This is an optimization exercise on Yosys and OpenROAD, whose aim is small area, a short achievable clock period and few clock cycles per item, not a production implementation.
Where RTL was checked, it was by simulation tests only, not by an equivalence proof against the original.
The RTL of runs 3 to 7 was laid out without a check of its function.
Power figures rest on the tool's default switching activity, not on a simulated workload.

[design.v]
`default_nettype none
package fbpm_pkg;
    localparam logic [2:0] ACT_PAINT      = 3'd0;
    localparam logic [2:0] ACT_CONSUME    = 3'd1;
    localparam logic [2:0] ACT_RETURN     = 3'd2;
    localparam logic [2:0] ACT_CLEAR_PEND = 3'd3;
    localparam logic [2:0] ACT_RESET_POOL = 3'd4;
endpackage
`default_nettype wire
`default_nettype none
import fbpm_pkg::*;
module fbpm_ctrl
(
    input  wire logic        clk,
    input  wire logic        rst_n,
    input  wire logic        start,
    output logic             busy,
    input  wire logic [34:0] request,
    output logic             v,       
    output logic             pn,      
    output logic             ps,      
    output logic             cs,      
    output logic             rt,      
    output logic             cl,      
    output logic             rp,      
    output logic [1:0]       idx
);
    logic [2:0]  act;
    logic [14:0] w;
    logic [14:0] h;
    logic [14:0] alloc_w;
    logic [14:0] alloc_h;
    logic        alloc_zero;
    logic        size_diff;
    logic        is_paint;
    logic        is_reset;
    assign busy      = 1'b0;
    assign act       = request[34:32];
    assign w         = request[31:17];
    assign h         = request[16:2];
    assign is_paint  = (act == ACT_PAINT);
    assign is_reset  = (act == ACT_RESET_POOL);
    assign size_diff = alloc_zero ? ((w != 15'd0) || (h != 15'd0))
                                  : ((w != alloc_w) || (h != alloc_h));
    always_ff @(posedge clk or negedge rst_n)
    begin
        if (!rst_n)
        begin
            alloc_zero <= 1'b1;
        end
        else if (start)
        begin
            if (is_paint)
                alloc_zero <= 1'b0;
            else if (is_reset)
                alloc_zero <= 1'b1;
        end
    end
    always_ff @(posedge clk)
    begin
        if (start && is_paint)
        begin
            alloc_w <= w;
            alloc_h <= h;
        end
    end
    always_ff @(posedge clk)
    begin
        v   <= start;
        pn  <= start && is_paint && size_diff;
        ps  <= start && is_paint && !size_diff;
        cs  <= start && (act == ACT_CONSUME);
        rt  <= start && (act == ACT_RETURN);
        cl  <= start && (act == ACT_CLEAR_PEND);
        rp  <= start && is_reset;
        idx <= request[1:0];
    end
endmodule
`default_nettype wire
`default_nettype none
module fbpm_datapath
(
    input  wire logic        clk,
    input  wire logic        rst_n,
    input  wire logic        v,
    input  wire logic        pn,
    input  wire logic        ps,
    input  wire logic        cs,
    input  wire logic        rt,
    input  wire logic        cl,
    input  wire logic        rp,
    input  wire logic [1:0]  idx,
    output logic             done,
    output logic [44:0]      result
);
    logic [1:0]  free_stack  [4];
    logic [3:0]  free_v;
    logic [1:0]  flight_list [4];
    logic [3:0]  flight_v;
    logic        ready_flag;
    logic [1:0]  ready_slot;
    logic        ready_zero;
    logic [31:0] paint_gen;
    logic [31:0] uploaded_gen;
    logic        gen_gt;
    logic        gens_zero;
    logic        acc_q;
    logic [1:0]  idx_q;
    logic [31:0] gen_q;
    logic        repl_q;
    logic        reinit_q;
    logic        fresh_q;
    logic [1:0]  free_stack_n  [4];
    logic [3:0]  free_v_n;
    logic [1:0]  flight_list_n [4];
    logic [3:0]  flight_v_n;
    logic        ready_flag_n;
    logic [1:0]  ready_slot_n;
    logic        ready_zero_n;
    logic [31:0] paint_gen_n;
    logic [31:0] uploaded_gen_n;
    logic        gen_gt_n;
    logic        gens_zero_n;
    logic [31:0] paint_gen_inc;
    logic        acc_n;
    logic        gen_nz_n;
    logic        ready_hit;
    logic        idx_hit;
    logic [3:0]  fl_match;
    logic [3:0]  fl_kill;
    logic        grant_pop;
    logic        grant_paint;
    logic        grant_cons;
    logic        push_ready;
    logic        pop_shift;
    logic        ret_push;
    logic        ret_fl;
    logic        append;
    logic        gen_eq;
    assign gen_eq        = (paint_gen == uploaded_gen);
    assign paint_gen_inc = paint_gen + 32'd1;
    always_comb
    begin
        ready_hit = 1'b0;
        idx_hit   = 1'b0;
        for (int i = 0; i < 4; i++)
        begin
            if ((i > 0) && free_v[i] && (free_stack[i] == ready_slot))
                ready_hit = 1'b1;
            if (free_v[i] && (free_stack[i] == idx))
                idx_hit = 1'b1;
            fl_match[i] = flight_v[i] && (flight_list[i] == idx);
        end
        fl_kill[0] = fl_match[0];
        for (int i = 1; i < 4; i++)
            fl_kill[i] = fl_kill[i-1] || fl_match[i];
    end
    assign grant_pop   = ps && free_v[0];
    assign grant_paint = ps && (free_v[0] || ready_flag);
    assign grant_cons  = cs && ready_flag && gen_gt;
    assign push_ready  = grant_pop && ready_flag && !ready_hit;
    assign pop_shift   = grant_pop && !push_ready;
    assign ret_push    = rt && !idx_hit && !free_v[3];
    assign ret_fl      = rt && fl_kill[3];
    assign append      = grant_cons && !flight_v[3];
    always_comb
    begin
        for (int i = 0; i < 4; i++)
            free_stack_n[i] = free_stack[i];
        free_v_n = free_v;
        if (pn)
        begin
            free_stack_n[0] = 2'd2;
            free_stack_n[1] = 2'd1;
            free_stack_n[2] = 2'd0;
            free_v_n        = 4'b0111;
        end
        else if (rp)
        begin
            free_v_n = 4'b0000;
        end
        else if (push_ready)
        begin
            free_stack_n[0] = ready_slot;
        end
        else if (pop_shift)
        begin
            for (int i = 0; i < 3; i++)
                free_stack_n[i] = free_stack[i+1];
            free_v_n = {1'b0, free_v[3:1]};
        end
        else if (ret_push)
        begin
            for (int i = 1; i < 4; i++)
                free_stack_n[i] = free_stack[i-1];
            free_stack_n[0] = idx;
            free_v_n = {free_v[2:0], 1'b1};
        end
        for (int i = 0; i < 4; i++)
            flight_list_n[i] = flight_list[i];
        flight_v_n = flight_v;
        if (pn || rp)
        begin
            flight_v_n = 4'b0000;
        end
        else if (append)
        begin
            for (int i = 1; i < 4; i++)
                flight_list_n[i] = flight_list[i-1];
            flight_list_n[0] = ready_slot;
            flight_v_n = {flight_v[2:0], 1'b1};
        end
        else if (ret_fl)
        begin
            for (int i = 0; i < 3; i++)
                if (fl_kill[i])
                    flight_list_n[i] = flight_list[i+1];
            flight_v_n = {1'b0, flight_v[3:1]};
        end
        if (pn || grant_paint)
            ready_flag_n = 1'b1;
        else if (grant_cons || rp)
            ready_flag_n = 1'b0;
        else
            ready_flag_n = ready_flag;
        if (pn)
            ready_slot_n = 2'd3;
        else if (grant_pop)
            ready_slot_n = free_stack[0];
        else
            ready_slot_n = ready_slot;
        if (pn || grant_paint)
            ready_zero_n = 1'b0;
        else if (rt && (idx == ready_slot))
            ready_zero_n = 1'b1;
        else
            ready_zero_n = ready_zero;
        if (pn || (grant_paint && gens_zero))
            paint_gen_n = 32'd1;
        else if (grant_paint)
            paint_gen_n = paint_gen_inc;
        else
            paint_gen_n = paint_gen;
        if (pn || (grant_paint && gens_zero) || (grant_cons && ready_zero))
            uploaded_gen_n = 32'd0;
        else if (cl || grant_cons)
            uploaded_gen_n = paint_gen;
        else
            uploaded_gen_n = uploaded_gen;
        if (rp)
            gens_zero_n = 1'b1;
        else if (pn || grant_paint)
            gens_zero_n = 1'b0;
        else
            gens_zero_n = gens_zero;
        if (pn)
            gen_gt_n = 1'b1;
        else if (cl)
            gen_gt_n = 1'b0;
        else if (grant_cons)
            gen_gt_n = ready_zero;
        else if (grant_paint)
            gen_gt_n = gens_zero ||
                       ((paint_gen != 32'hffff_ffff) && (gen_gt || gen_eq));
        else
            gen_gt_n = gen_gt;
    end
    assign acc_n    = pn || grant_paint || grant_cons;
    assign gen_nz_n = pn || grant_paint || (grant_cons && !ready_zero);
    always_ff @(posedge clk or negedge rst_n)
    begin
        if (!rst_n)
        begin
            free_v     <= '0;
            flight_v   <= '0;
            ready_flag <= 1'b0;
            gens_zero  <= 1'b1;
            done       <= 1'b0;
        end
        else
        begin
            free_v     <= free_v_n;
            flight_v   <= flight_v_n;
            ready_flag <= ready_flag_n;
            gens_zero  <= gens_zero_n;
            done       <= v;
        end
    end
    always_ff @(posedge clk)
    begin
        for (int i = 0; i < 4; i++)
        begin
            free_stack[i]  <= free_stack_n[i];
            flight_list[i] <= flight_list_n[i];
        end
        ready_slot   <= ready_slot_n;
        ready_zero   <= ready_zero_n;
        paint_gen    <= paint_gen_n;
        uploaded_gen <= uploaded_gen_n;
        gen_gt       <= gen_gt_n;
        acc_q        <= acc_n;
        idx_q        <= ready_slot_n & {2{acc_n}};
        gen_q        <= paint_gen_n & {32{gen_nz_n}};
        repl_q       <= ps && ready_flag;
        reinit_q     <= pn;
        fresh_q      <= ready_flag_n && gen_gt_n;
    end
    assign result = {acc_q,
                     idx_q,
                     gen_q,
                     repl_q,
                     reinit_q,
                     free_v[3], free_v[1] && !free_v[3],
                     (free_v[0] && !free_v[1]) || (free_v[2] && !free_v[3]),
                     ready_flag,
                     flight_v[3], flight_v[1] && !flight_v[3],
                     (flight_v[0] && !flight_v[1]) || (flight_v[2] && !flight_v[3]),
                     fresh_q};
endmodule
`default_nettype wire
`default_nettype none
module frame_buffer_pool_manager_top
(
    input  wire logic        clk,
    input  wire logic        rst_n,
    input  wire logic        start,
    output logic             busy,
    input  wire logic [34:0] request,
    output logic             done,
    output logic [44:0]      result
);
    logic       v;
    logic       pn;
    logic       ps;
    logic       cs;
    logic       rt;
    logic       cl;
    logic       rp;
    logic [1:0] idx;
    fbpm_ctrl u_ctrl (
        .clk     (clk),
        .rst_n   (rst_n),
        .start   (start),
        .busy    (busy),
        .request (request),
        .v       (v),
        .pn      (pn),
        .ps      (ps),
        .cs      (cs),
        .rt      (rt),
        .cl      (cl),
        .rp      (rp),
        .idx     (idx)
    );
    fbpm_datapath u_datapath (
        .clk     (clk),
        .rst_n   (rst_n),
        .v       (v),
        .pn      (pn),
        .ps      (ps),
        .cs      (cs),
        .rt      (rt),
        .cl      (cl),
        .rp      (rp),
        .idx     (idx),
        .done    (done),
        .result  (result)
    );
endmodule
`default_nettype wire
[constraint.sdc]
create_clock -name core_clock -period 6.0 [get_ports {clk}]
set_input_delay 1.2000 -clock core_clock [delete_from_list [all_inputs] [get_ports {clk}]]
set_output_delay 1.2000 -clock core_clock [all_outputs]
set_load 0.01 [all_outputs]
[flow/run.sh]
#!/bin/bash
# The standard layout, with these ORFS settings changed:
export BUFFER_PORTS_ARGS="-buffer_cell sky130_fd_sc_hd__buf_2"
export CTS_ARGS="-sink_clustering_enable -repair_clock_nets -dont_use_dummy_load -buf_list sky130_fd_sc_hd__clkbuf_8"
bash standard.sh > standard.log 2>&1
[standard.sh]
#!/bin/bash
# synth_recipe.tcl (not shown) runs the flow's synth.tcl, then flattens the netlist and writes it again
# the make line also repeats each setting of config.mk as NAME=value (left out here)
make -C /OpenROAD-flow-scripts/flow DESIGN_CONFIG=/design/flow/config.mk WORK_HOME=/design/flow/orfs CLKGATE_MAP_FILE= SYNTH_SCRIPT=/design/flow/synth_recipe.tcl "${@:-finish}"
[config.mk]
export PLATFORM = sky130hd
export DESIGN_NAME = frame_buffer_pool_manager_top
export DESIGN_NICKNAME = frame_buffer_pool_manager_top
export VERILOG_FILES = /design/flow/design.v
export SDC_FILE = /design/flow/constraint.sdc
export NUM_CORES = 4
export LEC_CHECK = 0
export CAP_MARGIN = 20
export CORE_MARGIN = 2
export CORE_UTILIZATION = 40
export SETUP_SLACK_MARGIN = 3.9
export SLEW_MARGIN = 20
==> flow_summary.ini, run 1 <==
[run_status]
run_status = finished clean

[detailed_routing]
viasPerCell = 5.04
drt-total-wl_um = 15700
wl_per_cell_um = 15.0
drtIter0Drc = 369
drc = 0
num_vias = 5267
dr.pass1.iters = 5
ant_nets = 0

[cts]
clk_pin_slew_ns = 0.10
cts_tree = built
htreeDepth = 4
cts_made_buffers = 17
worst_skew_pair.late_latency_ns = 0.45
clock-root-buffer = clkbuf_8
clkSinkCount = 173
clock_path_buffers = 2

[finish]
nets = 858
regArea_um2 = 3970
area_growth_pct = 15.4
n_antenna_cell = 0
fillerInstances = 1706
finalCoreUtilization_pct = 46.8
multi_input_area_um2 = 3130
drive_gt1_share_pct = 21.3

[synth]
synth.area.top_cells = dfxtp_1 (33%), edfxtp_1 (17%), xor2_1 (9.3%)
synth_area_um2 = 7230
ys_seq_area_share_pct = 54.3
synth-main-ff-cell = dfxtp_1
synth.distinct_cells = 55
synth_top_area_share_pct = 33.5
synth_seq_cells = 173
async_reset_ff_share_pct = 6.94
synth_edf_count = 40
syn_avg_cell_area_um2 = 9.76
yosys_warnings = 6
synthCells = 741
synth_top_area_cell = dfxtp_1
synth_nets = 780

[sta]
setup_slack_ns = 3.58
period_needed_ns = 2.42
hold_viol = 0
fin_crit_sh_pct = 40.3
clock.fmax_mhz = 414
tns_ns = 0
worstMarginPinSlew_ns = 0.604
maxSlewHeadroom_pct = 59.6
skew_ns = 0.0306
drv_slew = 0
rsz0062_at_grt = yes
setup_violations = 0

[critical_path]
cp-end-kind = output port
cp.arrival_ns = 1.22
r2r_cells = 6
r2r_slack_ns = 4.00
path_class = register to output port
reg2reg_to = u_datapath.free_stack[1][1]$_SDFFE_PP0P_
crit_start = u_datapath.free_v[1]$_DFFE_PN0P_
reg2reg_from = u_datapath.free_v[3]$_DFFE_PN0P_
cp_max_fo = 4
endpoint = result[5]
cp-start-kind = register
crit_required_ns = 4.80

[power]
max-vdd-ir-drop_mv = 0.176
p_leak_nw = 3.47
power_density_nw_per_um2 = 265

[global_route]
grt_use_total_pct = 16.7
grt_max_degree = 33
grt_pass1_vias = 4983
antenna_found_initial = 0
grt.overflow.total = 0
grt_first_pass_wirelength_um = 26000

[floorplan]
fp.dieW_um = 138
die_height_um = 138
core_um2 = 17800
die_area_um2 = 19200
ios = 85
initial_core_util_pct = 40.5
fp-row-count = 49

[place]
routabilityCongestion = 0.860
dp_hpwl_um = 10700
place_ws_ns = 3.51
place.port_buffers = 83

[run]
cap_violations = 0

[min_path]
hold_class = register to register
worst max-delay path, stage by stage, from the launching register on:
cell	delay (ns)
dfrtp_2	0.44
o22ai_2	0.17
buf_2	0.16
kinds of logic (layout without fill, tap and decap cells):
| kind of cell | count (synthesis) | after routing | synth area share, % |
|---|---|---|---|
| buffers and inverters | 54 | 130 | 3.62 |
| AO/OA/AOI/OAI | 74 | 74 | 6.40 |
| AND/OR/NAND/NOR | 319 | 319 | 21.0 |
| multiplexers | 5 | 5 | 0.692 |
| flip-flops | 173 | 173 | 54.3 |
| XOR/XNOR | 114 | 114 | 13.8 |
| adder cells (fa/ha/maj) | 1 | 1 | 0.173 |
| other | 1 | 1 | 0.0518 |
flip-flops by register name (all words and copies together), names as in the netlist, 2 cells and up:
name	count
u_datapath.free_stack	8
u_datapath.free_v	4
u_datapath.flight_v	4
u_datapath.flight_list	8
u_ctrl.alloc_w	15
u_datapath.ready_slot	2
u_datapath.uploaded_gen	32
u_datapath.gen_q	32
u_datapath.paint_gen	32
u_ctrl.alloc_h	15
u_ctrl.idx	2
u_datapath.idx_q	2
metal layers:
layer	vias to the layer above	track usage, %	part of all wire (%)
li1	2650	-	-
met1	2478	24.2	50
met2	125	24.9	44
met3	14	4.16	4.4
met4	0	4.67	1.2
met5	-	0	0
synthesized netlist by cell type, types with 4 or more instances:
master / number
inv_1: 10
buf_2: 5
nor4_1: 22
edfxtp_1: 40
nand2_1: 108
nor2b_1: 4
nand2b_1: 4
dfrtp_1: 10
xor2_1: 77
and3_1: 10
nor3_1: 24
nand3_1: 25
buf_4: 14
mux2i_1: 5
dfxtp_1: 121
nor2_1: 77
clkbuf_1: 25
a21oi_1: 41
o21ai_0: 4
xnor2_1: 37
and2_1: 12
nand4_1: 16
a221o_1: 4
stage by stage:
step / power (mW) / std cells / cell area [µm²] / hold WS [ns]
after global routing: 2.31 / 1046 / 8350 / 0.352
after detailed placement: 1.57 / 1013 / 7750 / 0.330
after floorplan: 1.49 / 741 / 7240 / 0.316
final: 2.21 / 1046 / 8350 / 0.343
after CTS: 2.22 / 1043 / 8200 / 0.344
after global placement: 1.57 / 1013 / 7750 / 0.317
where the power goes:
group	total [mW]	switching, mW	internal, mW	leakage, nW
Combinational	0.280	0.137	0.143	1.85
Sequential	1.32	0.0662	1.25	1.49
Clock	0.612	0.362	0.251	0.122
Total	2.21	0.565	1.64	3.47
cells in the final DEF, fill, tap and decap left out, types with 21 or more instances in the layout:
master	n
a21oi_1	41
buf_2	62
buf_6	21
dfxtp_1	96
dfxtp_2	24
edfxtp_1	40
nand2_1	107
nand3_1	24
nor2_1	75
nor3_1	22
xnor2_1	37
xor2_1	77
worst min path at each step:
stage,startpoint,end,depth (start not counted)
global placement,u_ctrl.v$_DFF_P_,u_datapath.done$_DFF_PN0_,0
detailed placement,u_ctrl.v$_DFF_P_,u_datapath.done$_DFF_PN0_,0
finish,u_ctrl.v$_DFF_P_,u_datapath.done$_DFF_PN0_,0
floorplan,u_ctrl.v$_DFF_P_,u_datapath.done$_DFF_PN0_,0
global route,u_ctrl.v$_DFF_P_,u_datapath.done$_DFF_PN0_,0
CTS,u_ctrl.v$_DFF_P_,u_datapath.done$_DFF_PN0_,0
area by class of cell:
type,instances,share of cell area [%]
sequential,173,47.5
timing repair buffer,103,8.35
multi-input combinational,514,37.5
clock buffer,17,2.80
tap,229,3.43
inverter,10,0.450
what timing repair did:
item	CTS	global route
hold buffers	0	0
resized for setup	36	36
endpoints found under the setup margin	106	125
endpoints found under the hold margin	0	0
buffers inserted	13	3
pin swaps	3	3
Testbench counts, summed over its fixed seeds: cycles 9,616, items 9,600.
==> run 2, diff against run 1 <==
--- a/config.mk
+++ b/config.mk
@@ -9,4 +9,4 @@
 export CORE_MARGIN = 2
 export CORE_UTILIZATION = 40
-export SETUP_SLACK_MARGIN = 3.9
+export SETUP_SLACK_MARGIN = 3.6
 export SLEW_MARGIN = 20
==> flow_summary.ini, run 2 <==
[run_status]
run_status = finished clean

[synth]
syn_avg_cell_area_um2 = 9.76
synth_seq_cells = 173
synthCells = 741
yosys_warnings = 6
synth_area_um2 = 7230
synth_edf_count = 40
synth_top_area_cell = dfxtp_1
synth-main-ff-cell = dfxtp_1
async_reset_ff_share_pct = 6.94
synth_top_area_share_pct = 33.5
yosys-top-cells-count = dfxtp_1 (121), nand2_1 (108), nor2_1 (77), xor2_1 (77), a21oi_1 (41)
synth.area.top_cells = dfxtp_1 (33%), edfxtp_1 (17%), xor2_1 (9.3%)
synth_nets = 780
ys_seq_area_share_pct = 54.3
synth.distinct_cells = 55
yosysMostFrequentCell = dfxtp_1

[global_route]
grt.overflow.total = 0
antenna_found_initial = 0
grt_first_pass_wirelength_um = 25200
grt_pass1_vias = 4892
grt_max_degree = 44
grt_use_total_pct = 16.3

[detailed_routing]
drt-total-wl_um = 15300
dr.pass1.iters = 5
drc = 0
ant_nets = 0
viasPerCell = 4.99
wl_per_cell_um = 14.8
num_vias = 5183
drtIter0Drc = 296

[critical_path]
r2r_cells = 7
cp.arrival_ns = 1.23
cp-start-kind = register
reg2reg_from = u_datapath.paint_gen[0]$_DFF_P_
cp_max_fo = 4
reg2reg_to = u_datapath.fresh_q$_DFF_P_
path_class = register to output port
r2r_slack_ns = 3.83
crit_slowest_cell = dfrtp_2
cpPeakStageDelay_ns = 0.44
cp-end-kind = output port
crit_start = u_datapath.free_v[1]$_DFFE_PN0P_
path_cells = o22ai_2 -> buf_2
crit_required_ns = 4.80

[sta]
hold_viol = 0
period_needed_ns = 2.43
fin_crit_sh_pct = 40.5
drv_slew = 0
tns_ns = 0
rsz0062_at_grt = yes
setup_violations = 0
clock.fmax_mhz = 411
worstMarginPinSlew_ns = 0.759
skew_ns = 0.0347
maxSlewHeadroom_pct = 49.3
setup_slack_ns = 3.57

[floorplan]
fp.dieW_um = 138
die_area_um2 = 19200
die_height_um = 138
initial_core_util_pct = 40.5
ios = 85
core_um2 = 17800
fp-row-count = 49

[cts]
cts_tree = built
htreeDepth = 4
cts_made_buffers = 17
clk_pin_slew_ns = 0.09
clock-root-buffer = clkbuf_8
cts_hold_buf = 0
clkSinkCount = 173
worst_skew_pair.late_latency_ns = 0.46
clock_path_buffers = 2

[finish]
stdcell_count = 1039
final_common_cell = dfxtp_1
nets = 851
n_antenna_cell = 0
drive_gt1_share_pct = 16.4
top_regs = u_datapath.gen_q x32, u_datapath.paint_gen x32, u_datapath.uploaded_gen x32
design_area_um2 = 8080
area_growth_pct = 11.7
fillerInstances = 1731
final_cell_mix = dfxtp_1 (121), nand2_1 (107), buf_2 (83), xor2_1 (77), nor2_1 (75)

[power]
p_leak_nw = 3.41
comb_power_share_pct = 11.8
p_switching_uw = 553
max-vdd-ir-drop_mv = 0.190
power_density_nw_per_um2 = 270
total_power_mw = 2.18
seqPwrFrac_pct = 60.4
swShare_pct = 25.4
intPower_mw = 1.63
clkPwrFrac_pct = 27.8

[min_path]
min_from = u_ctrl.v$_DFF_P_
whs_path_depth = 0
hold_path_end = u_datapath.done$_DFF_PN0_
hold_class = register to register

[place]
dp_hpwl_um = 10500
placed_cells = 1013
routabilityCongestion = 0.826
place_area_um2 = 7740
place_ws_ns = 3.42
place.port_buffers = 83

[run]
cap_violations = 0
run 2: final cells by class:
| type | instances | area (µm²) | share of cell area [%] |
|---|---|---|---|
| Clock buffer | 17 | 234 | 2.90 |
| Inverter | 10 | 37.5 | 0.465 |
| Multi-Input combinational cell | 514 | 3070 | 38.0 |
| Sequential cell | 173 | 3930 | 48.7 |
| Tap cell | 229 | 287 | 3.55 |
| Timing Repair Buffer | 96 | 517 | 6.40 |
run 2: per-layer routing:
layer | track usage, % | vias up | wire (µm)
li1 | - | 2626 | -
met1 | 23.6 | 2462 | 8020
met2 | 24.4 | 84 | 6710
met3 | 4.19 | 11 | 463
met4 | 4.19 | 0 | 159
met5 | 0 | - | 0
run 2: worst max-delay path by stage:
stage,to,cells past startpoint
6_report,result[5],2
5_1_grt,result[5],3
4_1_cts,result[5],2
3_5_place_dp,u_ctrl.alloc_h[12]$_DFFE_PP_,3
3_3_place_gp,u_ctrl.alloc_h[12]$_DFFE_PP_,3
2_1_floorplan,u_ctrl.alloc_h[0]$_DFFE_PP_,2
run 2: power groups by stage:
| stage | sequential (mW) | combinational, mW | clock (mW) |
|---|---|---|---|
| 5_1_grt | 1.33 | 0.284 | 0.677 |
| 3_3_place_gp | 1.35 | 0.223 | 0 |
| 6_report | 1.32 | 0.256 | 0.607 |
| 3_5_place_dp | 1.35 | 0.225 | 0 |
| 2_1_floorplan | 1.32 | 0.173 | 0 |
| 4_1_cts | 1.32 | 0.253 | 0.632 |
run 2: what timing repair did:
item / CTS / global route
pin swaps: 1 / 1
resized for setup: 8 / 4
gates cloned: 0 / 0
setup buffers: 8 / 1
endpoints found under the setup margin: 20 / 19
run 2: cell families (layout without fill, tap and decap cells):
group | after synthesis | in the layout | synth area share (%)
AOI/OAI and AO/OA | 74 | 74 | 6.40
other | 1 | 1 | 0.0518
DFF | 173 | 173 | 54.3
adders and majority gates | 1 | 1 | 0.173
xor gates and xnor gates | 114 | 114 | 13.8
and+or+nand+nor | 319 | 319 | 21.0
muxes | 5 | 5 | 0.692
buffers and inverters | 54 | 123 | 3.62
run 2: critical path: cells and delay by family (launching register included):
family                 cells  cell delay, ns
AOI/OAI and AO/OA          1            0.20
buffers and inverters      1            0.16
DFF                        1            0.44
run 2: through the flow:
stage,util [%],hold slack [ns]
detailed placement,43.4,0.327
CTS,45.2,0.361
global route,45.3,0.366
finish,45.3,0.360
global placement,43.4,0.318
floorplan,-,0.316
==> run 3, diff against run 2 <==
--- a/design.v
+++ b/design.v
@@ -105,4 +105,6 @@
     logic        gen_gt;
     logic        gens_zero;
+    logic [2:0]  free_cnt;       
+    logic [2:0]  flight_cnt;     
     logic        acc_q;
     logic [1:0]  idx_q;
@@ -122,4 +124,6 @@
     logic        gen_gt_n;
     logic        gens_zero_n;
+    logic [2:0]  free_cnt_n;
+    logic [2:0]  flight_cnt_n;
     logic [31:0] paint_gen_inc;
     logic        acc_n;
@@ -169,4 +173,5 @@
             free_stack_n[i] = free_stack[i];
         free_v_n = free_v;
+        free_cnt_n = free_cnt;
         if (pn)
         begin
@@ -175,8 +180,10 @@
             free_stack_n[2] = 2'd0;
             free_v_n        = 4'b0111;
+            free_cnt_n      = 3'd3;
         end
         else if (rp)
         begin
-            free_v_n = 4'b0000;
+            free_v_n   = 4'b0000;
+            free_cnt_n = 3'd0;
         end
         else if (push_ready)
@@ -188,5 +195,6 @@
             for (int i = 0; i < 3; i++)
                 free_stack_n[i] = free_stack[i+1];
-            free_v_n = {1'b0, free_v[3:1]};
+            free_v_n   = {1'b0, free_v[3:1]};
+            free_cnt_n = free_cnt - 3'd1;
         end
         else if (ret_push)
@@ -195,12 +203,15 @@
                 free_stack_n[i] = free_stack[i-1];
             free_stack_n[0] = idx;
-            free_v_n = {free_v[2:0], 1'b1};
+            free_v_n   = {free_v[2:0], 1'b1};
+            free_cnt_n = free_cnt + 3'd1;
         end
         for (int i = 0; i < 4; i++)
             flight_list_n[i] = flight_list[i];
         flight_v_n = flight_v;
+        flight_cnt_n = flight_cnt;
         if (pn || rp)
         begin
-            flight_v_n = 4'b0000;
+            flight_v_n   = 4'b0000;
+            flight_cnt_n = 3'd0;
         end
         else if (append)
@@ -209,5 +220,6 @@
                 flight_list_n[i] = flight_list[i-1];
             flight_list_n[0] = ready_slot;
-            flight_v_n = {flight_v[2:0], 1'b1};
+            flight_v_n   = {flight_v[2:0], 1'b1};
+            flight_cnt_n = flight_cnt + 3'd1;
         end
         else if (ret_fl)
@@ -216,5 +228,6 @@
                 if (fl_kill[i])
                     flight_list_n[i] = flight_list[i+1];
-            flight_v_n = {1'b0, flight_v[3:1]};
+            flight_v_n   = {1'b0, flight_v[3:1]};
+            flight_cnt_n = flight_cnt - 3'd1;
         end
         if (pn || grant_paint)
@@ -274,4 +287,6 @@
             free_v     <= '0;
             flight_v   <= '0;
+            free_cnt   <= '0;
+            flight_cnt <= '0;
             ready_flag <= 1'b0;
             gens_zero  <= 1'b1;
@@ -282,4 +297,6 @@
             free_v     <= free_v_n;
             flight_v   <= flight_v_n;
+            free_cnt   <= free_cnt_n;
+            flight_cnt <= flight_cnt_n;
             ready_flag <= ready_flag_n;
             gens_zero  <= gens_zero_n;
@@ -311,9 +328,7 @@
                      repl_q,
                      reinit_q,
-                     free_v[3], free_v[1] && !free_v[3],
-                     (free_v[0] && !free_v[1]) || (free_v[2] && !free_v[3]),
+                     free_cnt,
                      ready_flag,
-                     flight_v[3], flight_v[1] && !flight_v[3],
-                     (flight_v[0] && !flight_v[1]) || (flight_v[2] && !flight_v[3]),
+                     flight_cnt,
                      fresh_q};
 endmodule
--- a/config.mk
+++ b/config.mk
@@ -9,4 +9,4 @@
 export CORE_MARGIN = 2
 export CORE_UTILIZATION = 40
-export SETUP_SLACK_MARGIN = 3.6
+export SETUP_SLACK_MARGIN = 3.9
 export SLEW_MARGIN = 20
==> flow_summary.ini, run 3 <==
[cts]
clock_path_buffers = 2
clock-root-buffer = clkbuf_8
cts_hold_buf = 0
clkSinkCount = 179
cts_tree = built
clk_pin_slew_ns = 0.08
worst_skew_pair.late_latency_ns = 0.46
cts_made_buffers = 17
htreeDepth = 4

[detailed_routing]
drtIter0Drc = 308
num_vias = 5801
wl_per_cell_um = 15.9
dr.pass1.iters = 4
drt-total-wl_um = 17600
drc = 0
ant_nets = 0
viasPerCell = 5.24

[synth]
yosys-top-cells-count = nand2_1 (126), dfxtp_1 (121), xnor2_1 (69)
synth_nets = 841
yosysMostFrequentCell = nand2_1
async_reset_ff_share_pct = 10.1
synth_area_um2 = 7680
synth_edf_count = 40
syn_avg_cell_area_um2 = 9.61
synth.distinct_cells = 64
ys_seq_area_share_pct = 53.0
yosys_warnings = 6
synth_top_area_cell = dfxtp_1
synth_seq_cells = 179
synth-main-ff-cell = dfxtp_1
synth.area.top_cells = dfxtp_1 (32%), edfxtp_1 (16%), xnor2_1 (7.9%)
synth_top_area_share_pct = 31.5
synthCells = 800

[global_route]
antenna_found_initial = 0
grt_use_total_pct = 17.8
grt_first_pass_wirelength_um = 28600
grt_max_degree = 33
grt.overflow.total = 0
grt_pass1_vias = 5556

[finish]
top_regs = u_datapath.gen_q x32, u_datapath.paint_gen x32, u_datapath.uploaded_gen x32
final_common_cell = nand2_1
area_growth_pct = 16.0
n_antenna_cell = 0
fillerInstances = 1820
nets = 917
drive_gt1_share_pct = 21.6
design_area_um2 = 8910
finalCoreUtilization_pct = 47.5
final_cell_mix = nand2_1 (124), dfxtp_1 (94), xnor2_1 (69), nor2_1 (66), buf_2 (63)
stdcell_count = 1108

[critical_path]
cp-start-kind = register
cpPeakStageDelay_ns = 0.45
crit_slowest_cell = dfrtp_2
crit_required_ns = 4.80
cp_top_family = flip-flops
cp-end-kind = output port
cp.arrival_ns = 1.04
worst-path-buf-inv = 1
cp_max_fo = 6
path_class = register to output port
path_cells = buf_6

[min_path]
hold_class = register to register

[power]
total_power_mw = 2.37
p_leak_nw = 3.34
power_density_nw_per_um2 = 266
max-vdd-ir-drop_mv = 0.169

[sta]
setup_violations = 0
skew_ns = 0.0249
clock.fmax_mhz = 446
drv_slew = 0
hold_viol = 0
rsz0062_at_grt = yes
worstMarginPinSlew_ns = 0.699
whs_ns = 0.332
fin_crit_sh_pct = 37.3
period_needed_ns = 2.24
maxSlewHeadroom_pct = 53.1
tns_ns = 0
setup_slack_ns = 3.76

[place]
placed_cells = 1074
routabilityCongestion = 0.868
place_area_um2 = 8230
place_ws_ns = 3.34
dp_hpwl_um = 12000
place.port_buffers = 83

[run_status]
run_status = finished clean

[floorplan]
ios = 85
fp-row-count = 50
die_height_um = 143
fp.dieW_um = 143
die_area_um2 = 20300
initial_core_util_pct = 40.9
core_um2 = 18800

[run]
cap_violations = 0
## run 3: cell types whose count changed after synthesis, sizes merged, moves of 5 or more
cell / change
o31ai: +6
a21oi: +14
dfrtp: +6
nand4: +5
xor2: -35
nor2: -10
and2: -5
xnor2: +32
nor3: +7
nand2: +18
clkbuf: +6
## run 3: final cells by class
cell class	instances	area, µm²	share of cell area [%]
sequential	179	4130	46.3
multi-input combinational	561	3500	39.2
timing repair buffer	106	713	8.00
tap	234	293	3.29
clock buffer	17	234	2.63
inverter	11	50.0	0.562
## run 3: per-layer routing
layer | global-route usage, % | vias to the layer above | routed length (µm)
li1 | - | 2891 | -
met1 | 24.4 | 2754 | 8480
met2 | 27.5 | 136 | 7990
met3 | 4.88 | 20 | 904
met4 | 5.73 | 0 | 252
met5 | 0 | - | 0
## run 3: repair_timing
action	CTS	global route
buffers inserted	11	6
endpoints found under the setup margin	149	100
endpoints found under the hold margin	0	0
pin swaps	2	3
resized for setup	46	41
## run 3: logic make-up after synthesis
| logic type | count (synthesis) | synth area share (%) |
|---|---|---|
| flops | 179 | 53.0 |
| mux | 6 | 0.798 |
| simple gates | 338 | 21.1 |
| fa+ha+maj | 3 | 0.684 |
| other cells | 1 | 0.0488 |
| compound gates | 102 | 8.19 |
| xor+xnor | 111 | 12.7 |
| buf+inv | 60 | 3.48 |
## run 3: worst paths after layout
kind / to / slack, ns / cells after the start / startpoint
worst max-delay path: result[4] / 3.76 / 1 / u_datapath.ready_flag$_DFF_PN0_
max in group asynchronous: u_datapath.ready_flag$_DFF_PN0_ / 4.94 / 1 / rst_n
worst min-delay path: u_datapath.done$_DFF_PN0_ / 0.33 / 0 / u_ctrl.v$_DFF_P_
worst min register to register: u_datapath.done$_DFF_PN0_ / 0.33 / 0 / u_ctrl.v$_DFF_P_
worst max register to register: u_datapath.flight_cnt[2]$_DFFE_PN0P_ / 3.92 / 8 / u_datapath.ready_flag$_DFF_PN0_
min in group asynchronous: u_datapath.flight_cnt[2]$_DFFE_PN0P_ / 0.69 / 1 / rst_n
## run 3: power by group
| group | switching, mW | total [mW] | leakage (nW) | internal [mW] |
|---|---|---|---|---|
| registers | 0.0874 | 1.40 | 1.58 | 1.31 |
| logic | 0.175 | 0.348 | 1.65 | 0.173 |
| clock network | 0.374 | 0.625 | 0.122 | 0.251 |
==> run 4, diff against run 3 <==
--- a/config.mk
+++ b/config.mk
@@ -8,5 +8,6 @@
 export CAP_MARGIN = 20
 export CORE_MARGIN = 2
-export CORE_UTILIZATION = 40
+export CORE_UTILIZATION = 65
+export PLACE_DENSITY = 0.75
 export SETUP_SLACK_MARGIN = 3.9
 export SLEW_MARGIN = 20
==> flow_summary.ini, run 4 <==
[cts]
cts_made_buffers = 17
worst_skew_pair.late_latency_ns = 0.46
htreeDepth = 4
clk_pin_slew_ns = 0.08
clock-root-buffer = clkbuf_8
clock_path_buffers = 2
cts_tree = built
clkSinkCount = 179
cts_hold_buf = 0

[synth]
synthMuxAreaShare_pct = 0.798
synth-simple-area-share_pct = 21.1
synth_top_family_by_area = simple AND/OR/NAND/NOR gates
synth.distinct_cells = 64
yosys_warnings = 6
synth_area_um2 = 7680
ys_seq_area_share_pct = 53.0
synth_top_area_cell = dfxtp_1
synth_seq_cells = 179
yosysMostFrequentCell = nand2_1
synthCells = 800
yosys.area_share.xor_xnor_pct = 12.7
yosys.area_share.adder_pct = 0.684
yosys-top-cells-count = nand2_1 (126), dfxtp_1 (121), xnor2_1 (69)
syn_avg_cell_area_um2 = 9.61
synth_top_area_share_pct = 31.5
synth_compound_area_share_pct = 8.19
async_reset_ff_share_pct = 10.1
synth_nets = 841
synth-main-ff-cell = dfxtp_1
synth.area.top_cells = dfxtp_1 (32%), edfxtp_1 (16%), xnor2_1 (7.9%)
synth_edf_count = 40

[critical_path]
reg2reg_to = u_datapath.free_cnt[1]$_DFFE_PN0P_
r2r_slack_ns = 3.84
crit_start = u_datapath.ready_flag$_DFF_PN0_
r2r_cells = 8
cp_top_family = flip-flops
crit_required_ns = 4.80
cp.arrival_ns = 1.02
worst-path-buf-inv = 1
cp_max_fo = 4
cp-start-kind = register
path_cells = buf_6
cp-end-kind = output port
crit_slowest_cell = dfrtp_2
cpPeakStageDelay_ns = 0.43
reg2reg_from = u_datapath.ready_flag$_DFF_PN0_
path_class = register to output port

[detailed_routing]
drtIter0Drc = 380
num_vias = 6007
drc = 0
wl_per_cell_um = 16.8
drt-total-wl_um = 17100
viasPerCell = 5.90
dr.pass1.iters = 5
ant_nets = 0

[finish]
n_antenna_cell = 0
top_regs = u_datapath.gen_q x32, u_datapath.paint_gen x32, u_datapath.uploaded_gen x32
final_cell_mix = nand2_1 (125), dfxtp_1 (99), xnor2_1 (69), buf_2 (67), nor2_1 (66)
final_common_cell = nand2_1
multi_input_area_um2 = 3490
area_growth_pct = 14.0
nets = 918
fillerInstances = 836
regArea_um2 = 4110
drive_gt1_share_pct = 20.7

[sta]
setup_slack_ns = 3.78
hold_viol = 0
tns_ns = 0
period_needed_ns = 2.22
clock.fmax_mhz = 450
rsz0062_at_grt = yes
whs_ns = 0.341
drv_slew = 0
maxSlewHeadroom_pct = 63.6
setup_violations = 0
worstMarginPinSlew_ns = 0.541
skew_ns = 0.0224
fin_crit_sh_pct = 37.0

[power]
max-vdd-ir-drop_mv = 0.246
power_density_nw_per_um2 = 268
p_leak_nw = 3.35

[floorplan]
die_height_um = 113
core_um2 = 11500
die_area_um2 = 12700
fp.dieW_um = 113
initial_core_util_pct = 67.0
ios = 85
fp-row-count = 39

[run_status]
run_status = finished clean

[min_path]
min_from = u_ctrl.v$_DFF_P_
whs_path_depth = 0
hold_path_end = u_datapath.done$_DFF_PN0_
hold_class = register to register

[global_route]
grt_use_total_pct = 27.2
grt.overflow.total = 0
grt_first_pass_wirelength_um = 27500
grt_max_degree = 42
antenna_found_initial = 0
grt_pass1_vias = 5630

[place]
routabilityCongestion = 0.890
place_ws_ns = 3.14
place.port_buffers = 83
dp_hpwl_um = 11700

[run]
cap_violations = 0
[run 4: cells by family after synthesis]
group | Yosys count
AOI/OAI and AO/OA | 102
and+or+nand+nor | 338
xor gates and xnor gates | 111
adders and majority gates | 3
muxes | 6
buffers and inverters | 60
other | 1
DFF | 179
[run 4: cell type report]
class	count	area share (%)
clock buffers	17	2.67
inverters	11	0.528
multi-input cells	561	39.9
flip-flops and latches	179	46.9
well taps	143	2.04
repair buffers	107	7.98
[run 4: metrics by stage]
| step | power (mW) | cell area, µm² | utilization (%) | cells |
|---|---|---|---|---|
| 2_1_floorplan | 1.60 | 7720 | - | 800 |
| 3_3_place_gp | 1.68 | 8110 | 70.7 | 982 |
| 3_5_place_dp | 1.69 | 8110 | 70.7 | 982 |
| 4_1_cts | 2.33 | 8560 | 74.7 | 1011 |
| 5_1_grt | 2.44 | 8760 | 76.4 | 1018 |
| 6_report | 2.35 | 8760 | 76.4 | 1018 |
[run 4: power by group]
group | internal (mW) | switching (mW)
combinational | 0.176 | 0.173
clock | 0.250 | 0.353
sequential | 1.31 | 0.0901
[run 4: repair_timing]
action,CTS,global route
pin swaps,3,4
setup buffers,12,7
resized for setup,35,38
endpoints found under the setup margin,120,95
[run 4: worst register-to-register path, stage by stage, from the launching register on]
cell,delay (ns)
dfrtp_2,0.40
buf_4,0.11
buf_4,0.11
buf_6,0.10
o31ai_4,0.09
o31ai_4,0.35
clkinv_4,0.12
fa_2,0.44
a311o_1,0.31
[run 4: worst max-delay path by stage]
stage / to / slack (ns) / depth (start not counted)
floorplan: u_ctrl.pn$_DFF_P_ / 3.87 / 5
global placement: u_datapath.flight_cnt[2]$_DFFE_PN0P_ / 3.22 / 7
detailed placement: u_datapath.flight_cnt[2]$_DFFE_PN0P_ / 3.14 / 7
CTS: result[4] / 3.77 / 1
global route: result[4] / 3.75 / 1
finish: result[4] / 3.78 / 1
[run 4: layer usage]
metal	track usage (%)	wire, µm	up-vias
met5	0	0	-
met4	8.70	346	0
met3	6.21	932	32
met2	47.1	8750	209
met1	33.9	7060	2878
li1	-	-	2888
==> run 5, diff against run 4 <==
--- a/design.v
+++ b/design.v
@@ -95,7 +95,7 @@
 );
     logic [1:0]  free_stack  [4];
-    logic [3:0]  free_v;
+    logic [3:0]  free_v;         
     logic [1:0]  flight_list [4];
-    logic [3:0]  flight_v;
+    logic [3:0]  flight_v;       
     logic        ready_flag;
     logic [1:0]  ready_slot;
@@ -105,6 +105,6 @@
     logic        gen_gt;
     logic        gens_zero;
-    logic [2:0]  free_cnt;       
-    logic [2:0]  flight_cnt;     
+    logic [2:0]  free_cnt;
+    logic [2:0]  flight_cnt;
     logic        acc_q;
     logic [1:0]  idx_q;
@@ -114,7 +114,5 @@
     logic        fresh_q;
     logic [1:0]  free_stack_n  [4];
-    logic [3:0]  free_v_n;
     logic [1:0]  flight_list_n [4];
-    logic [3:0]  flight_v_n;
     logic        ready_flag_n;
     logic [1:0]  ready_slot_n;
@@ -142,4 +140,12 @@
     logic        append;
     logic        gen_eq;
+    assign free_v   = {free_cnt[2],
+                       free_cnt[2] || (free_cnt[1] && free_cnt[0]),
+                       free_cnt[2] || free_cnt[1],
+                       free_cnt != 3'd0};
+    assign flight_v = {flight_cnt[2],
+                       flight_cnt[2] || (flight_cnt[1] && flight_cnt[0]),
+                       flight_cnt[2] || flight_cnt[1],
+                       flight_cnt != 3'd0};
     assign gen_eq        = (paint_gen == uploaded_gen);
     assign paint_gen_inc = paint_gen + 32'd1;
@@ -172,5 +178,4 @@
         for (int i = 0; i < 4; i++)
             free_stack_n[i] = free_stack[i];
-        free_v_n = free_v;
         free_cnt_n = free_cnt;
         if (pn)
@@ -179,10 +184,8 @@
             free_stack_n[1] = 2'd1;
             free_stack_n[2] = 2'd0;
-            free_v_n        = 4'b0111;
             free_cnt_n      = 3'd3;
         end
         else if (rp)
         begin
-            free_v_n   = 4'b0000;
             free_cnt_n = 3'd0;
         end
@@ -195,5 +198,4 @@
             for (int i = 0; i < 3; i++)
                 free_stack_n[i] = free_stack[i+1];
-            free_v_n   = {1'b0, free_v[3:1]};
             free_cnt_n = free_cnt - 3'd1;
         end
@@ -203,14 +205,11 @@
                 free_stack_n[i] = free_stack[i-1];
             free_stack_n[0] = idx;
-            free_v_n   = {free_v[2:0], 1'b1};
             free_cnt_n = free_cnt + 3'd1;
         end
         for (int i = 0; i < 4; i++)
             flight_list_n[i] = flight_list[i];
-        flight_v_n = flight_v;
         flight_cnt_n = flight_cnt;
         if (pn || rp)
         begin
-            flight_v_n   = 4'b0000;
             flight_cnt_n = 3'd0;
         end
@@ -220,5 +219,4 @@
                 flight_list_n[i] = flight_list[i-1];
             flight_list_n[0] = ready_slot;
-            flight_v_n   = {flight_v[2:0], 1'b1};
             flight_cnt_n = flight_cnt + 3'd1;
         end
@@ -228,5 +226,4 @@
                 if (fl_kill[i])
                     flight_list_n[i] = flight_list[i+1];
-            flight_v_n   = {1'b0, flight_v[3:1]};
             flight_cnt_n = flight_cnt - 3'd1;
         end
@@ -285,6 +282,4 @@
         if (!rst_n)
         begin
-            free_v     <= '0;
-            flight_v   <= '0;
             free_cnt   <= '0;
             flight_cnt <= '0;
@@ -295,6 +290,4 @@
         else
         begin
-            free_v     <= free_v_n;
-            flight_v   <= flight_v_n;
             free_cnt   <= free_cnt_n;
             flight_cnt <= flight_cnt_n;
--- a/config.mk
+++ b/config.mk
@@ -8,6 +8,5 @@
 export CAP_MARGIN = 20
 export CORE_MARGIN = 2
-export CORE_UTILIZATION = 65
-export PLACE_DENSITY = 0.75
+export CORE_UTILIZATION = 40
 export SETUP_SLACK_MARGIN = 3.9
 export SLEW_MARGIN = 20
==> flow_summary.ini, run 5 <==
[run_status]
run_status = finished clean

[synth]
synth_seq_cells = 171
yosysMostFrequentCell = dfxtp_1
synthCells = 752
yosys-top-cells-count = dfxtp_1 (121), nand2_1 (113), xor2_1 (94)
async_reset_ff_share_pct = 5.85
synth_top_area_cell = dfxtp_1
synth-main-ff-cell = dfxtp_1
synth_area_um2 = 7400
synth.distinct_cells = 72
synth_nets = 793
syn_avg_cell_area_um2 = 9.85
synth_edf_count = 40
synth_top_area_share_pct = 32.7
ys_seq_area_share_pct = 52.3
synth.area.top_cells = dfxtp_1 (33%), edfxtp_1 (16%), xor2_1 (11%)
yosys_warnings = 6

[power]
seqPwrFrac_pct = 56.3
p_leak_nw = 3.66
comb_power_share_pct = 17.8
intPower_mw = 1.70
max-vdd-ir-drop_mv = 0.137
p_switching_uw = 656
swShare_pct = 27.8
power_density_nw_per_um2 = 265
clkPwrFrac_pct = 25.9

[critical_path]
path_class = register to output port
crit_required_ns = 4.80
cp-start-kind = register
cp_max_fo = 7
path_cells = buf_6
cp.arrival_ns = 1.04
crit_slowest_cell = dfrtp_2
cpPeakStageDelay_ns = 0.46
worst-path-buf-inv = 1
cp-end-kind = output port
cp_top_family = flip-flops

[sta]
rsz0062_at_grt = yes
drv_slew = 0
tns_ns = 0
period_needed_ns = 2.24
maxSlewHeadroom_pct = 52.8
fin_crit_sh_pct = 37.3
hold_viol = 0
skew_ns = 0.0362
setup_violations = 0
worstMarginPinSlew_ns = 0.705
clock.fmax_mhz = 447

[detailed_routing]
viasPerCell = 5.20
num_vias = 5619
drt-total-wl_um = 17600
drc = 0
ant_nets = 0
wl_per_cell_um = 16.3
drtIter0Drc = 267
dr.pass1.iters = 16

[floorplan]
initial_core_util_pct = 40.9
fp.dieW_um = 140
die_height_um = 140
die_area_um2 = 19600
core_um2 = 18100
fp-row-count = 49
ios = 85

[global_route]
grt_pass1_vias = 5424
grt_max_degree = 37
grt_use_total_pct = 17.6
grt_first_pass_wirelength_um = 27700
antenna_found_initial = 0
grt.overflow.total = 0

[place]
routabilityCongestion = 0.810
dp_hpwl_um = 11300
place.port_buffers = 83
place_area_um2 = 7900

[cts]
cts_made_buffers = 17
htreeDepth = 4
clkSinkCount = 171
cts_tree = built
clock_path_buffers = 2
worst_skew_pair.late_latency_ns = 0.45
clock-root-buffer = clkbuf_8
clk_pin_slew_ns = 0.09

[finish]
final_cell_mix = nand2_1 (112), dfxtp_1 (96), xor2_1 (93), nor2_1 (66), buf_2 (61)
n_antenna_cell = 0
nets = 894
area_growth_pct = 20.0
design_area_um2 = 8880
fillerInstances = 1674
drive_gt1_share_pct = 26.2
top_regs = u_datapath.gen_q x32, u_datapath.paint_gen x32, u_datapath.uploaded_gen x32
final_common_cell = nand2_1

[min_path]
hold_class = register to register

[run]
cap_violations = 0
run 5: cell types whose count changed in the layout (fill, tap and decap cells not counted), moves of 6 or more:
cell     change
nand2_1     -13
xor2_1      +53
xnor2_1     -51
dfrtp_1     -13
nor3_1      -19
buf_6        +7
buf_4       +16
inv_1        -6
buf_2        -6
run 5: stage by stage:
stage	instances	power [mW]	setup slack, ns	hold slack (ns)	utilization [%]
after global routing	1080	2.46	3.68	0.345	49.1
after CTS	1058	2.26	3.71	0.335	46.7
after detailed placement	1022	1.60	3.47	0.323	43.7
final	1080	2.36	3.76	0.332	49.1
after floorplan	752	1.53	3.74	0.316	-
after global placement	1022	1.60	3.45	0.317	43.7
run 5: repair_timing:
| item | in CTS | in global routing |
|---|---|---|
| buffers inserted | 18 | 21 |
| endpoints found under the setup margin | 113 | 145 |
| cloned | 1 | 1 |
| resized for setup | 47 | 52 |
| pin swaps | 3 | 13 |
| hold buffers | 0 | 0 |
run 5: routing by layer:
metal	GRT usage (%)	share of wire (%)	vias to the layer above	wire length [µm]
met3	5.37	4.6	17	811
met1	24.2	48	2703	8470
met4	4.94	1.1	0	199
met2	27.1	46	122	8090
met5	0	0	-	0
li1	-	-	2777	-
run 5: cell families (layout without fill, tap and decap cells):
family | count (synthesis) | in the layout | share of synthesized area (%)
other cells | 1 | 1 | 0.0506
fa+ha+maj | 3 | 3 | 0.710
simple gates | 313 | 313 | 20.5
compound gates | 91 | 93 | 7.96
buf+inv | 53 | 150 | 4.07
flops | 171 | 171 | 52.3
mux | 8 | 8 | 1.08
xor+xnor | 112 | 112 | 13.2
run 5: final timing paths:
| check | slack [ns] | depth (start not counted) | end | from |
|---|---|---|---|---|
| max in group asynchronous | 5.09 | 1 | u_datapath.gens_zero$_DFFE_PN1P_ | rst_n |
| min reg2reg | 0.33 | 0 | u_datapath.done$_DFF_PN0_ | u_ctrl.v$_DFF_P_ |
| max | 3.76 | 1 | result[5] | u_datapath.free_cnt[0]$_DFFE_PN0P_ |
| min | 0.33 | 0 | u_datapath.done$_DFF_PN0_ | u_ctrl.v$_DFF_P_ |
| max reg2reg | 3.80 | 7 | u_datapath.free_cnt[1]$_DFFE_PN0P_ | u_datapath.free_stack[3][0]$_DFFE_PP_ |
| min in group asynchronous | 0.60 | 1 | u_datapath.flight_cnt[2]$_DFFE_PN0P_ | rst_n |
run 5: power groups by stage:
stage	clock network [mW]	registers, mW	logic (mW)
6_report	0.610	1.33	0.419
5_1_grt	0.667	1.33	0.457
4_1_cts	0.627	1.32	0.317
3_5_place_dp	0	1.35	0.246
3_3_place_gp	0	1.35	0.246
2_1_floorplan	0	1.32	0.213
run 5: cell type report:
| class | count | area (µm²) | share of cell area (%) |
|---|---|---|---|
| Clock buffer | 17 | 234 | 2.63 |
| Inverter | 6 | 23.8 | 0.268 |
| Multi-Input combinational cell | 530 | 3490 | 39.3 |
| Sequential cell | 171 | 3920 | 44.2 |
| Tap cell | 229 | 287 | 3.22 |
| Timing Repair Buffer | 127 | 928 | 10.4 |
==> run 6, diff against run 5 <==
--- a/config.mk
+++ b/config.mk
@@ -6,4 +6,5 @@
 export NUM_CORES = 4
 export LEC_CHECK = 0
+export ABC_CLOCK_PERIOD_IN_PS = 2000
 export CAP_MARGIN = 20
 export CORE_MARGIN = 2
==> flow_summary.ini, run 6 <==
[sta]
worstMarginPinSlew_ns = 0.705
period_needed_ns = 2.24
skew_ns = 0.0362
clock.fmax_mhz = 447
setup_violations = 0
rsz0062_at_grt = yes
hold_viol = 0
setup_slack_ns = 3.76
tns_ns = 0
fin_crit_sh_pct = 37.3
drv_slew = 0
maxSlewHeadroom_pct = 52.8

[floorplan]
fp.dieW_um = 140
initial_core_util_pct = 40.9
fp-row-count = 49
die_area_um2 = 19600
ios = 85
core_um2 = 18100
die_height_um = 140

[synth]
synth_top_area_share_pct = 32.7
yosys-top-cells-count = dfxtp_1 (121), nand2_1 (113), xor2_1 (94)
synth.distinct_cells = 72
synth_edf_count = 40
syn_avg_cell_area_um2 = 9.85
ys_seq_area_share_pct = 52.3
synth.area.top_cells = dfxtp_1 (33%), edfxtp_1 (16%), xor2_1 (11%)
synth_nets = 793
synthCells = 752
async_reset_ff_share_pct = 5.85
synth_top_area_cell = dfxtp_1
synth_seq_cells = 171
synth-main-ff-cell = dfxtp_1
yosys_warnings = 6
yosysMostFrequentCell = dfxtp_1
synth_area_um2 = 7400

[global_route]
antenna_found_initial = 0
grt_first_pass_wirelength_um = 27700
grt.overflow.total = 0
grt_pass1_vias = 5424
grt_use_total_pct = 17.6
grt_max_degree = 37

[finish]
area_growth_pct = 20.0
fillerInstances = 1674
final_common_cell = nand2_1
design_area_um2 = 8880
final_cell_mix = nand2_1 (112), dfxtp_1 (96), xor2_1 (93), nor2_1 (66), buf_2 (61)
nets = 894
top_regs = u_datapath.gen_q x32, u_datapath.paint_gen x32, u_datapath.uploaded_gen x32
n_antenna_cell = 0
drive_gt1_share_pct = 26.2

[critical_path]
cp.arrival_ns = 1.04
cp-end-kind = output port
worst-path-buf-inv = 1
cp_top_family = flip-flops
crit_required_ns = 4.80
cp-start-kind = register
crit_slowest_cell = dfrtp_2
cp_max_fo = 7
path_class = register to output port
cpPeakStageDelay_ns = 0.46
path_cells = buf_6

[cts]
cts_tree = built
clock_path_buffers = 2
clk_pin_slew_ns = 0.09
clock-root-buffer = clkbuf_8
worst_skew_pair.late_latency_ns = 0.45
htreeDepth = 4
clkSinkCount = 171
cts_made_buffers = 17

[detailed_routing]
drt-total-wl_um = 17600
ant_nets = 0
wl_per_cell_um = 16.3
drc = 0
num_vias = 5619
dr.pass1.iters = 16
drtIter0Drc = 267
viasPerCell = 5.20

[min_path]
hold_class = register to register

[run_status]
run_status = finished clean

[place]
place_area_um2 = 7900
routabilityCongestion = 0.810
place_ws_ns = 3.47
place.port_buffers = 83
dp_hpwl_um = 11300

[power]
p_leak_nw = 3.66
power_density_nw_per_um2 = 265
max-vdd-ir-drop_mv = 0.137

[run]
cap_violations = 0
==> run 6: cell counts after synthesis <==
No cell type changed its count.
==> run 6: cells by family (layout without fill, tap and decap cells) <==
logic type	after synthesis	count (layout)	share of synthesized area (%)
compound gates	91	93	7.96
xor+xnor	112	112	13.2
fa+ha+maj	3	3	0.710
buf+inv	53	150	4.07
flops	171	171	52.3
mux	8	8	1.08
other cells	1	1	0.0506
simple gates	313	313	20.5
==> run 6: path summary, 6_finish.rpt <==
path / start / end / slack (ns) / depth (start not counted)
max: u_datapath.free_cnt[0]$_DFFE_PN0P_ / result[5] / 3.76 / 1
min: u_ctrl.v$_DFF_P_ / u_datapath.done$_DFF_PN0_ / 0.33 / 0
max reg2reg: u_datapath.free_stack[3][0]$_DFFE_PP_ / u_datapath.free_cnt[1]$_DFFE_PN0P_ / 3.80 / 7
min reg2reg: u_ctrl.v$_DFF_P_ / u_datapath.done$_DFF_PN0_ / 0.33 / 0
max in group asynchronous: rst_n / u_datapath.gens_zero$_DFFE_PN1P_ / 5.09 / 1
min in group asynchronous: rst_n / u_datapath.flight_cnt[2]$_DFFE_PN0P_ / 0.60 / 1
==> run 6: metal layers <==
metal	global-route usage [%]	vias up	share of wire, %
met3	5.37	17	4.6
met4	4.94	0	1.1
met5	0	-	0
met1	24.2	2703	48
met2	27.1	122	46
li1	-	2777	-
==> run 6: cell type report <==
type	instances	area, µm²	area share (%)
multi-input cells	530	3490	39.3
well taps	229	287	3.22
repair buffers	127	928	10.4
flip-flops and latches	171	3920	44.2
clock buffers	17	234	2.63
inverters	6	23.8	0.268
==> run 6: power breakdown <==
part | leakage [nW] | switching (mW) | total (mW) | internal, mW
logic | 2.07 | 0.209 | 0.419 | 0.210
registers | 1.47 | 0.0872 | 1.33 | 1.24
clock network | 0.122 | 0.359 | 0.610 | 0.251
total | 3.66 | 0.656 | 2.36 | 1.70
==> run 6: timing repair <==
item / 4_1_cts / 5_1_grt
cloned: 1 / 1
setup buffers: 18 / 21
pin swaps: 3 / 13
hold buffers: 0 / 0
endpoints found under the setup margin: 113 / 145
resized for setup: 47 / 52
==> run 6: through the flow <==
step	util, %	cells	hold slack (ns)	total power [mW]
final	49.1	1080	0.332	2.36
after global routing	49.1	1080	0.345	2.46
after CTS	46.7	1058	0.335	2.26
after detailed placement	43.7	1022	0.323	1.60
after global placement	43.7	1022	0.317	1.60
after floorplan	-	752	0.316	1.53
==> run 7, diff against run 6 <==
--- a/config.mk
+++ b/config.mk
@@ -6,8 +6,7 @@
 export NUM_CORES = 4
 export LEC_CHECK = 0
-export ABC_CLOCK_PERIOD_IN_PS = 2000
 export CAP_MARGIN = 20
 export CORE_MARGIN = 2
 export CORE_UTILIZATION = 40
-export SETUP_SLACK_MARGIN = 3.9
+export SETUP_SLACK_MARGIN = 3.6
 export SLEW_MARGIN = 20
==> flow_summary.ini, run 7 <==
[synth]
synth_seq_cells = 171
synth_edf_count = 40
synth.area.top_cells = dfxtp_1 (33%), edfxtp_1 (16%), xor2_1 (11%)
synth_top_area_share_pct = 32.7
synth-main-ff-cell = dfxtp_1
syn_avg_cell_area_um2 = 9.85
yosysMostFrequentCell = dfxtp_1
async_reset_ff_share_pct = 5.85
synth.distinct_cells = 72
ys_seq_area_share_pct = 52.3
yosys-top-cells-count = dfxtp_1 (121), nand2_1 (113), xor2_1 (94)
yosys_warnings = 6
synth_top_area_cell = dfxtp_1
synth_area_um2 = 7400
synth_nets = 793
synthCells = 752

[critical_path]
cp.arrival_ns = 2.74
path_class = register to register
reg2reg_from = u_datapath.free_cnt[2]$_DFFE_PN0P_
cp-start-kind = register
worst-path-buf-inv = 0
path_cells = nor2_1 -> nor3_1 -> nor3_2 -> nor2_1 -> fa_1 -> or4b_1 -> nand3_1
cp_max_fo = 12
cp_top_family = simple AND/OR/NAND/NOR gates
cp_common_cell = nor2_1
crit_slowest_cell = dfrtp_2
crit_start = u_datapath.free_cnt[2]$_DFFE_PN0P_
crit_required_ns = 6.37
cp-end-kind = register
cpPeakStageDelay_ns = 0.49

[floorplan]
initial_core_util_pct = 40.9
die_area_um2 = 19600
ios = 85
core_um2 = 18100
fp.dieW_um = 140
die_height_um = 140
fp-row-count = 49

[place]
place.port_buffers = 83
routabilityCongestion = 0.824
place_area_um2 = 7890
place_ws_ns = 3.36
placed_cells = 1022
dp_hpwl_um = 11400

[finish]
design_area_um2 = 8180
n_antenna_cell = 0
area_growth_pct = 10.4
final_common_cell = dfxtp_1
stdcell_count = 1040
drive_gt1_share_pct = 17.0
top_regs = u_datapath.gen_q x32, u_datapath.paint_gen x32, u_datapath.uploaded_gen x32
nets = 854
final_cell_mix = dfxtp_1 (119), nand2_1 (112), xor2_1 (94), buf_2 (83), nor2_1 (68)

[power]
power_density_nw_per_um2 = 266
max-vdd-ir-drop_mv = 0.120
total_power_mw = 2.18
p_leak_nw = 3.40

[cts]
cts_tree = built
clk_pin_slew_ns = 0.09
cts_hold_buf = 0
clkSinkCount = 171
clock-root-buffer = clkbuf_8
clock_path_buffers = 2
worst_skew_pair.late_latency_ns = 0.46
htreeDepth = 4
cts_made_buffers = 17

[min_path]
min_from = u_ctrl.v$_DFF_P_
hold_class = register to register

[sta]
skew_ns = 0.0238
drv_slew = 0
setup_slack_ns = 3.64
clock.fmax_mhz = 423
period_needed_ns = 2.36
worstMarginPinSlew_ns = 0.944
maxSlewHeadroom_pct = 36.8
rsz0062_at_grt = yes
fin_crit_sh_pct = 39.4
setup_violations = 0
hold_viol = 0
tns_ns = 0

[detailed_routing]
dr.pass1.iters = 22
viasPerCell = 5.12
drt-total-wl_um = 16300
wl_per_cell_um = 15.6
num_vias = 5325
drtIter0Drc = 273
ant_nets = 0
drc = 0

[run_status]
run_status = finished clean

[global_route]
grt.overflow.total = 0
antenna_found_initial = 0
grt_pass1_vias = 5063
grt_max_degree = 37
grt_first_pass_wirelength_um = 26700
grt_use_total_pct = 17.3

[run]
cap_violations = 0
run 7: cell count changes in the layout (fill, tap and decap cells not counted), moves of 3 or more:
cell,before,now
buf_12,3,0
buf_2,61,83
buf_4,39,4
buf_6,24,0
dfrtp_1,1,4
dfrtp_2,7,4
dfxtp_1,96,119
dfxtp_2,22,2
dfxtp_4,3,0
nor4_1,21,25
nor4_2,3,0
run 7: per-layer routing:
| metal | global-route usage [%] | vias up | part of all wire (%) |
|---|---|---|---|
| met5 | 0 | - | 0 |
| li1 | - | 2696 | - |
| met1 | 24.4 | 2488 | 50 |
| met3 | 4.92 | 17 | 4.8 |
| met4 | 4.63 | 0 | 1.3 |
| met2 | 26.0 | 124 | 44 |
run 7: stage by stage:
| stage | hold WS, ns | util [%] |
|---|---|---|
| 2_1_floorplan | 0.316 | - |
| 3_3_place_gp | 0.326 | 43.5 |
| 3_5_place_dp | 0.336 | 43.6 |
| 4_1_cts | 0.336 | 45.1 |
| 5_1_grt | 0.354 | 45.2 |
| 6_report | 0.334 | 45.2 |
run 7: cells by family after synthesis:
logic type	after synthesis	synth area share, %
xor+xnor	112	13.2
mux	8	1.08
other cells	1	0.0506
fa+ha+maj	3	0.710
simple gates	313	20.5
compound gates	91	7.96
buf+inv	53	4.07
flops	171	52.3
run 7: worst paths after layout:
kind                                                            to  slack (ns)  cells past startpoint
worst max-delay path            u_datapath.free_cnt[1]$_DFFE_PN0P_        3.64                      7
worst min-delay path                     u_datapath.done$_DFF_PN0_        0.33                      0
worst max register to register  u_datapath.free_cnt[1]$_DFFE_PN0P_        3.64                      7
worst min register to register           u_datapath.done$_DFF_PN0_        0.33                      0
max in group asynchronous         u_datapath.gens_zero$_DFFE_PN1P_        5.10                      1
min in group asynchronous       u_datapath.free_cnt[2]$_DFFE_PN0P_        0.60                      1
run 7: power by group:
| group | internal [mW] | leakage [nW] | switching, mW |
|---|---|---|---|
| clock | 0.250 | 0.122 | 0.353 |
| combinational | 0.110 | 1.81 | 0.138 |
| sequential | 1.24 | 1.46 | 0.0894 |
| total | 1.60 | 3.40 | 0.580 |
run 7: cell type report:
type | count | area, µm²
clock buffer | 17 | 234
fill | 1723 | 9910
inverter | 6 | 22.5
multi-input combinational | 529 | 3290
sequential | 171 | 3880
tap | 229 | 287
timing repair buffer | 88 | 460
run 7: repair_timing:
item	CTS	global route
setup buffers	0	0
gates cloned	1	0
hold endpoints to repair	0	0
endpoints found under the setup margin	48	23
pin swaps	1	1
resized for setup	7	8

## re-timing with driven ports
How much do the figures lean on ideal ports? The routed layouts below were timed once more, with nothing changed but the port constraints.
Step 1 (the two cells are an assumption about what drives the block):
set clk [get_ports {clk}]
set_driving_cell -lib_cell sky130_fd_sc_hd__clkbuf_16 $clk
set_driving_cell -lib_cell sky130_fd_sc_hd__buf_2 [delete_from_list [all_inputs] $clk]
Step 2 moves the port delays by t, midway between the first and last clock arrival at a register: inputs arrive t later, outputs are due t later. That takes back most of the time a late clock gives input paths.
a / b / c = ideal ports / drivers / drivers and shift; a / b = the first two.
run	t (ns)	setup WS [ns]	slew at the worst register clock pin (ns)	pins driven straight from the clock port
run 1	0.483	3.583 / 3.546 / 3.569	0.11 / 0.11	1
run 2	0.483	3.570 / 3.532 / 3.431	0.11 / 0.11	1
run 3	0.488	3.760 / 3.722 / 3.577	0.09 / 0.09	1
run 4	0.484	3.778 / 3.744 / 3.509	0.09 / 0.09	1
run 5	0.471	3.763 / 3.725 / 3.540	0.10 / 0.10	1
run 6	0.471	3.763 / 3.725 / 3.540	0.10 / 0.10	1
run 7	0.488	3.635 / 3.632 / 3.431	0.09 / 0.09	1
After both steps every run listed still meets setup and hold. The setup slack of run 4, which loses most, moves by -0.034 ns with the drivers and by -0.269 ns with both steps.
